What follows belongs to an exercise in optimizing a design on an open flow for small area, a short achievable clock period and few clock cycles per item; a production flow would make more cautious choices. Power figures rest on the tool's default switching activity, not on a simulated workload.

==> run R: inputs <==
Design apply_front, start of the top module:
module apply_front (
	input logic clk,
	input logic reset,
	input logic in_valid,
	output logic in_ready,
	input logic [3-1:0] in_id,
	input logic in_negate,
	input logic [1:0] in_op,
	input logic [16-1:0] in_f,
	input logic [16-1:0] in_g,
	output logic var_req_valid,
	input logic var_req_ready,
	output logic [16-2:0] var_req_node,
	input logic var_resp_valid,
	input logic [8-1:0] var_resp_var,
	input logic cfg_write,
	input logic [8-1:0] cfg_address,
	input logic [32-1:0] cfg_wdata,
	output logic out_valid,
	input logic out_ready,
	output logic [3-1:0] out_id,
	output logic out_negate,
	output logic [1:0] out_op,
	output logic [16-1:0] out_f,
	output logic [16-1:0] out_g,
	output logic out_hit,
	output logic [16-1:0] out_result,
	output logic [8-1:0] out_top,
	output logic out_fetch_f,
	output logic out_fetch_g,
	output logic out_quantify
);
Settings: LEC_CHECK=0, CAP_MARGIN=20, CORE_MARGIN=2, CORE_UTILIZATION=40, CTS_BUF_LIST=sky130_fd_sc_hd__clkbuf_8, SETUP_SLACK_MARGIN=3.15, SLEW_MARGIN=20; clock period 5.5 ns.
run.sh (not shown) runs the stock make flow with config.mk's settings and CLKGATE_MAP_FILE= SYNTH_SCRIPT=/design/flow/synth_recipe.tcl, a recipe that flattens the netlist after the stock synthesis.
==> inputs of run C, as changes to run R <==
--- a/flow/design.v
+++ b/flow/design.v
@@ -101,11 +101,12 @@
 	assign need_f = exist || (f_nz && g_nz);
 	assign need_g = !exist && !shared;
 endmodule
 `timescale 1ns/1ps
 module var_fetch_ctrl #(
-	parameter int N = 4  
+	parameter int PW = 2,  
+	parameter int TW = PW + 1  
 )
 (
 	input logic clk,
 	input logic reset,
 	input logic in_valid,
@@ -125,11 +126,11 @@
 	input logic mem_req_ready,
 	output logic [16-2:0] mem_req_node,
 	input logic mem_resp_valid,
 	input logic [8-1:0] mem_resp_var,
 	output logic [8-1:0] qvar,
-	input logic qbit,  
+	input logic qbit,
 	output logic out_valid,
 	input logic out_ready,
 	output logic [3-1:0] out_id,
 	output logic out_negate,
 	output logic [1:0] out_op,
@@ -140,12 +141,11 @@
 	output logic [8-1:0] out_top,
 	output logic out_fetch_f,
 	output logic out_fetch_g,
 	output logic out_quantify
 );
-	localparam int PW = $clog2(N);
-	localparam logic [PW-1:0] LAST = PW'(N - 1);
+	localparam int N = 1 << PW;
 	localparam int IW = 16;
 	localparam int VW = 8;
 	logic [N-1:0][3-1:0] e_id;
 	logic [N-1:0] e_negate;
 	logic [N-1:0][1:0] e_op;
@@ -159,61 +159,42 @@
 	logic [N-1:0] e_ff;
 	logic [N-1:0] e_fg;
 	logic [N-1:0] e_q;
 	logic [N-1:0] e_pf;  
 	logic [N-1:0] e_pg;
-	logic [N-1:0] e_wf;  
-	logic [N-1:0] e_wg;
+	logic [N-1:0] e_done;  
 	localparam logic [1:0] K_G = 2'd0;  
 	localparam logic [1:0] K_F_MORE = 2'd1;  
 	localparam logic [1:0] K_F = 2'd2;  
 	localparam logic [1:0] K_F_SHARED = 2'd3;  
+	localparam int T = 1 << TW;
+	logic [T-1:0][PW-1:0] tg_idx;
+	logic [T-1:0][1:0] tg_kind;
+	logic [TW-1:0] tw;
+	logic [TW-1:0] tr;
 	logic [PW:0] wp;  
 	logic [PW:0] ip;  
 	logic [PW:0] rp;  
 	logic [PW:0] wp_next;
-	logic [PW:0] wp_inc;
-	logic [PW:0] ip_inc;
-	logic [PW:0] rp_inc;
 	logic [PW:0] rp_next;
 	logic alloc;
 	logic [PW-1:0] wi;
 	logic [PW-1:0] ii;
 	logic [PW-1:0] ri;
-	logic [N-1:0] wh;  
-	logic [N-1:0] ih;
-	logic [N-1:0] rh;
-	logic i_swap;
-	logic i_shared;
-	logic [IW-1:0] i_f;
-	logic [IW-1:0] i_g;
-	logic [3-1:0] r_id;
-	logic r_negate;
-	logic [1:0] r_op;
-	logic [IW-1:0] r_f;
-	logic [IW-1:0] r_g;
-	logic r_hit;
-	logic [1:0] r_rsel;
-	logic r_swap;
-	logic [VW-1:0] r_top;
-	logic r_ff;
-	logic r_fg;
-	logic r_q;
-	logic r_wait;
 	logic g_valid;
 	logic g_pf;
 	logic g_pg;
 	logic g_avail;
 	logic g_load;
 	logic rq_open;
 	logic [IW-2:0] g_node;
+	logic [1:0] g_kind;
 	logic i_adv;
 	logic in_pf;
 	logic in_pg;
-	logic [N-1:0] th;  
-	logic [N-1:0] t_aw;
-	logic [N-1:0] t_hi;
+	logic h_adv;
+	logic [PW-1:0] ti;
 	logic [1:0] t_kind;
 	logic second;  
 	logic [VW-1:0] first_var;  
 	logic le;
 	logic ge;
@@ -221,104 +202,35 @@
 	logic [VW-1:0] f_top;
 	logic f_ff;
 	logic f_fg;
 	logic f_upd;
 	logic rr_upd;  
-	logic [N-1:0] rr_th;
+	logic [VW-1:0] rr_var;
+	logic [PW-1:0] rr_ti;
 	logic r_done;
 	logic o_load;
 	logic o_q;
 	assign wi = wp[PW-1:0];
 	assign ii = ip[PW-1:0];
 	assign ri = rp[PW-1:0];
-	always_comb
-	begin
-		for (int i = 0; i < N; i++)
-		begin
-			wh[i] = (wi == i);
-			ih[i] = (ii == i);
-			rh[i] = (ri == i);
-		end
-	end
-	always_comb
-	begin
-		i_swap = 1'b0;
-		i_shared = 1'b0;
-		i_f = '0;
-		i_g = '0;
-		g_pf = 1'b0;
-		g_pg = 1'b0;
-		r_id = '0;
-		r_negate = 1'b0;
-		r_op = '0;
-		r_f = '0;
-		r_g = '0;
-		r_hit = 1'b0;
-		r_rsel = '0;
-		r_swap = 1'b0;
-		r_top = '0;
-		r_ff = 1'b0;
-		r_fg = 1'b0;
-		r_q = 1'b0;
-		r_wait = 1'b0;
-		for (int i = 0; i < N; i++)
-		begin
-			i_swap = i_swap | (ih[i] & e_swap[i]);
-			i_shared = i_shared | (ih[i] & e_shared[i]);
-			i_f = i_f | ({IW{ih[i]}} & e_f[i]);
-			i_g = i_g | ({IW{ih[i]}} & e_g[i]);
-			g_pf = g_pf | (ih[i] & e_pf[i]);
-			g_pg = g_pg | (ih[i] & e_pg[i]);
-			r_id = r_id | ({3{rh[i]}} & e_id[i]);
-			r_negate = r_negate | (rh[i] & e_negate[i]);
-			r_op = r_op | ({2{rh[i]}} & e_op[i]);
-			r_f = r_f | ({IW{rh[i]}} & e_f[i]);
-			r_g = r_g | ({IW{rh[i]}} & e_g[i]);
-			r_hit = r_hit | (rh[i] & e_hit[i]);
-			r_rsel = r_rsel | ({2{rh[i]}} & e_rsel[i]);
-			r_swap = r_swap | (rh[i] & e_swap[i]);
-			r_top = r_top | ({VW{rh[i]}} & e_top[i]);
-			r_ff = r_ff | (rh[i] & e_ff[i]);
-			r_fg = r_fg | (rh[i] & e_fg[i]);
-			r_q = r_q | (rh[i] & e_q[i]);
-			r_wait = r_wait | (rh[i] & (e_wf[i] | e_wg[i]));
-		end
-	end
 	assign alloc = in_valid && in_ready;
-	assign wp_inc = (wi == LAST) ? {!wp[PW], {PW{1'b0}}} : wp + 1'b1;
-	assign ip_inc = (ii == LAST) ? {!ip[PW], {PW{1'b0}}} : ip + 1'b1;
-	assign rp_inc = (ri == LAST) ? {!rp[PW], {PW{1'b0}}} : rp + 1'b1;
-	assign wp_next = alloc ? wp_inc : wp;
-	assign rp_next = o_load ? rp_inc : rp;
+	assign wp_next = wp + alloc;
+	assign rp_next = rp + o_load;
 	assign in_pf = !in_hit && in_need_f;
 	assign in_pg = !in_hit && in_need_g;
 	assign rq_open = !mem_req_valid || mem_req_ready;
 	assign g_valid = (ip != wp);
+	assign g_pf = e_pf[ii];
+	assign g_pg = e_pg[ii];
 	assign g_avail = g_valid && (g_pf || g_pg);
 	assign g_load = g_avail && rq_open;
-	assign g_node = (g_pf ^ i_swap) ? i_f[IW-1:1] : i_g[IW-1:1];
+	assign g_node = (g_pf ^ e_swap[ii]) ? e_f[ii][IW-1:1] : e_g[ii][IW-1:1];
+	assign g_kind = !g_pf ? K_G : g_pg ? K_F_MORE : e_shared[ii] ? K_F_SHARED : K_F;
 	assign i_adv = g_valid && (!(g_pf || g_pg) || (g_load && !(g_pf && g_pg)));
-	always_comb
-	begin
-		logic seen;
-		logic found;
-		t_aw = e_wf | e_wg;
-		seen = 1'b0;
-		for (int i = 0; i < N; i++)
-		begin
-			seen = seen | rh[i];
-			t_hi[i] = t_aw[i] & seen;
-		end
-		found = 1'b0;
-		for (int i = 0; i < N; i++)
-		begin
-			th[i] = !found && ((t_hi != '0) ? t_hi[i] : t_aw[i]);
-			found = found | th[i];
-		end
-	end
-	assign t_kind = ((th & e_wf) == '0) ? K_G : ((th & (e_pg | e_wg)) != '0) ? K_F_MORE :
-		((th & e_shared) != '0) ? K_F_SHARED : K_F;
+	assign h_adv = alloc && !g_valid && !(in_pf || in_pg);
+	assign ti = tg_idx[tr];
+	assign t_kind = tg_kind[tr];
 	assign le = (mem_resp_var <= first_var);
 	assign ge = (first_var <= mem_resp_var);
 	assign is_none = (mem_resp_var == {8{1'b1}});
 	always_comb
 	begin
@@ -333,17 +245,18 @@
 		begin
 			f_ff = (t_kind != K_G) || is_none;
 			f_fg = (t_kind != K_F) || is_none;
 		end
 	end
-	assign qvar = mem_resp_var;
-	assign r_done = (rp != ip) && !r_wait;
+	assign qvar = rr_var;
+	assign r_done = (rp != ip) && e_done[ri];
 	assign o_load = r_done && (!out_valid || out_ready);
-	assign o_q = (rr_upd && (rr_th & rh) != '0) ? qbit : r_q;
+	assign o_q = (rr_upd && rr_ti == ri) ? qbit : e_q[ri];
 	always_ff @(posedge clk)
 	begin
-		rr_th <= th;
+		rr_var <= mem_resp_var;
+		rr_ti <= ti;
 		if (mem_resp_valid)
 			first_var <= mem_resp_var;
 		if (g_load)
 			mem_req_node <= g_node;
 		if (reset)
@@ -351,10 +264,12 @@
 			rr_upd <= 1'b0;
 			second <= 1'b0;
 			wp <= '0;
 			ip <= '0;
 			rp <= '0;
+			tw <= '0;
+			tr <= '0;
 			in_ready <= 1'b1;
 			mem_req_valid <= 1'b0;
 			out_valid <= 1'b0;
 		end
 		else
@@ -363,25 +278,40 @@
 			if (mem_resp_valid)
 				second <= (t_kind == K_F_MORE);
 			wp <= wp_next;
 			rp <= rp_next;
 			in_ready <= !((wp_next[PW] != rp_next[PW]) && (wp_next[PW-1:0] == rp_next[PW-1:0]));
-			if (i_adv)
-				ip <= ip_inc;
+			if (i_adv || h_adv)
+				ip <= ip + 1'b1;
 			if (rq_open)
 				mem_req_valid <= g_avail;
+			if (g_load)
+				tw <= tw + 1'b1;
+			if (mem_resp_valid)
+				tr <= tr + 1'b1;
 			if (o_load)
 				out_valid <= 1'b1;
 			else if (out_ready)
 				out_valid <= 1'b0;
 		end
 	end
 	always_ff @(posedge clk)
 	begin
+		for (int i = 0; i < T; i++)
+		begin
+			if (g_load && tw == i)
+			begin
+				tg_idx[i] <= ii;
+				tg_kind[i] <= g_kind;
+			end
+		end
+	end
+	always_ff @(posedge clk)
+	begin
 		for (int i = 0; i < N; i++)
 		begin
-			if (in_ready && wh[i])
+			if (alloc && wi == i)
 			begin
 				e_id[i] <= in_id;
 				e_negate[i] <= in_negate;
 				e_op[i] <= in_op;
 				e_f[i] <= in_f;
@@ -399,87 +329,74 @@
 		begin
 			if (reset)
 			begin
 				e_pf[i] <= 1'b0;
 				e_pg[i] <= 1'b0;
-				e_wf[i] <= 1'b0;
-				e_wg[i] <= 1'b0;
+				e_done[i] <= 1'b0;
 			end
-			else if (alloc && wh[i])
+			else if (alloc && wi == i)
 			begin
 				e_pf[i] <= in_pf;
 				e_pg[i] <= in_pg;
-				e_wf[i] <= 1'b0;
-				e_wg[i] <= 1'b0;
+				e_done[i] <= in_hit;
 			end
 			else
 			begin
-				if (g_load && ih[i])
+				if (g_load && ii == i)
 				begin
 					if (g_pf)
-					begin
 						e_pf[i] <= 1'b0;
-						e_wf[i] <= 1'b1;
-					end
 					else
-					begin
 						e_pg[i] <= 1'b0;
-						e_wg[i] <= 1'b1;
-					end
-				end
-				if (mem_resp_valid && th[i])
-				begin
-					if (e_wf[i])
-						e_wf[i] <= 1'b0;
-					else
-						e_wg[i] <= 1'b0;
 				end
+				if (mem_resp_valid && ti == i && t_kind != K_F_MORE)
+					e_done[i] <= 1'b1;
 			end
 		end
 	end
 	always_ff @(posedge clk)
 	begin
 		for (int i = 0; i < N; i++)
 		begin
-			if (mem_resp_valid && th[i])
+			if (mem_resp_valid && ti == i)
 			begin
 				e_top[i] <= f_top;
 				e_ff[i] <= f_ff;
 				e_fg[i] <= f_fg;
 			end
-			if (rr_upd && rr_th[i])
+			if (rr_upd && rr_ti == i)
 				e_q[i] <= qbit;
 		end
 	end
 	always_ff @(posedge clk)
 	begin
 		if (o_load)
 		begin
-			out_id <= r_id;
-			out_negate <= r_negate;
-			out_op <= r_op;
-			out_hit <= r_hit;
-			if (r_swap && !r_hit)
+			out_id <= e_id[ri];
+			out_negate <= e_negate[ri];
+			out_op <= e_op[ri];
+			out_hit <= e_hit[ri];
+			if (e_swap[ri] && !e_hit[ri])
 			begin
-				out_f <= r_g;
-				out_g <= r_f;
+				out_f <= e_g[ri];
+				out_g <= e_f[ri];
 			end
 			else
 			begin
-				out_f <= r_f;
-				out_g <= r_g;
+				out_f <= e_f[ri];
+				out_g <= e_g[ri];
 			end
-			case (r_rsel)
+			case (e_rsel[ri])
 				2'd0: out_result <= {16{1'b0}};
 				2'd1: out_result <= {{(16-1){1'b0}}, 1'b1};
-				2'd2: out_result <= r_f;
-				default: out_result <= r_g;
+				2'd2: out_result <= e_f[ri];
+				default: out_result <= e_g[ri];
 			endcase
-			out_top <= r_hit ? {8{1'b1}} : r_top;
-			out_fetch_f <= !r_hit && r_ff;
-			out_fetch_g <= !r_hit && r_fg;
-			out_quantify <= !r_hit && o_q && (r_op != 2'd0);
+			out_top <= e_hit[ri] ? {8{1'b1}} : e_top[ri];
+			out_fetch_f <= !e_hit[ri] && e_ff[ri];
+			out_fetch_g <= !e_hit[ri] && e_fg[ri];
+			out_quantify <= !e_hit[ri] && o_q && (e_op[ri] != 2'd0);
 		end
 	end
 endmodule
 `timescale 1ns/1ps
 module quantify_table (
@@ -487,33 +404,27 @@
 	input logic reset,
 	input logic cfg_write,
 	input logic [8-1:0] cfg_address,
 	input logic [32-1:0] cfg_wdata,
 	input logic [8-1:0] qvar,
-	output logic qbit  
+	output logic qbit
 );
 	localparam int SEL_W = $clog2((256 / 32));
 	logic [(256 / 32)-1:0][32-1:0] words;
-	logic [(256 / 32)-1:0] qcol;
-	logic [SEL_W-1:0] qsel;
+	logic [32-1:0] qword;
 	always_ff @(posedge clk)
 	begin
 		for (int i = 0; i < (256 / 32); i++)
 		begin
 			if (reset)
 				words[i] <= '0;
 			else if (cfg_write && cfg_address == i)
 				words[i] <= cfg_wdata;
 		end
 	end
-	always_ff @(posedge clk)
-	begin
-		for (int i = 0; i < (256 / 32); i++)
-			qcol[i] <= words[i][qvar[4:0]];
-		qsel <= qvar[8-1:5];
-	end
-	assign qbit = qcol[qsel];
+	assign qword = words[qvar[8-1:5]];
+	assign qbit = qword[qvar[4:0]];
 endmodule
 `timescale 1ns/1ps
 module apply_front (
 	input logic clk,
 	input logic reset,
--- a/flow/config.mk
+++ b/flow/config.mk
@@ -7,7 +7,7 @@
 export LEC_CHECK = 0
 export CAP_MARGIN = 20
 export CORE_MARGIN = 2
 export CORE_UTILIZATION = 40
 export CTS_BUF_LIST = sky130_fd_sc_hd__clkbuf_8
-export SETUP_SLACK_MARGIN = 3.15
+export SETUP_SLACK_MARGIN = 3.0
 export SLEW_MARGIN = 20
==> summary of the runs <==
- In run C the total power is smaller than in run R, by 15%.
- Against run C, the hold slack of run R is higher by 0.0035 ns.
- Sequential power: run R is higher than run C (about 3%).
- Between run C and run R, the lower count of clock-buffer cells in the layout is in run R (gap 17).
- Against run R, the fmax of run C is lower by about 19%.
- Against run C, the global-route usage of run R is higher by 1.0 points.
No run of this note included a check of the RTL's function; only the layout flow was run.

afterwards: timing with drivers on the ports:
The results above use ideal ports. As a check the final layouts listed here were re-extracted and re-timed, cells and wires unchanged.
Step 1 sets driving cells, clkbuf_16 on the clock port and buf_2 on the other inputs (assumed; they add their load-dependent delay and slew).
Step 2 also shifts input and output timing later by t, the mid clock arrival at the registers, as if the neighbouring blocks saw the same clock.
Three values: ideal ports, drivers, drivers and shift; two values: the first two.
| run | t (ns) | setup WS [ns] | hold slack, ns | worst setup path after step 2 |
|---|---|---|---|---|
| run R | 0.754 | 3.059 / 2.998 / 2.351 | 0.453 / 0.453 / 0.453 | input to register |
| run C | 0.768 | 2.504 / 2.504 / 2.162 | 0.450 / 0.450 / 0.450 | input to register |
After both steps setup and hold are still met in every run listed. The setup slack of run R, which loses most, moves by -0.061 ns with the drivers and by -0.708 ns with both steps.
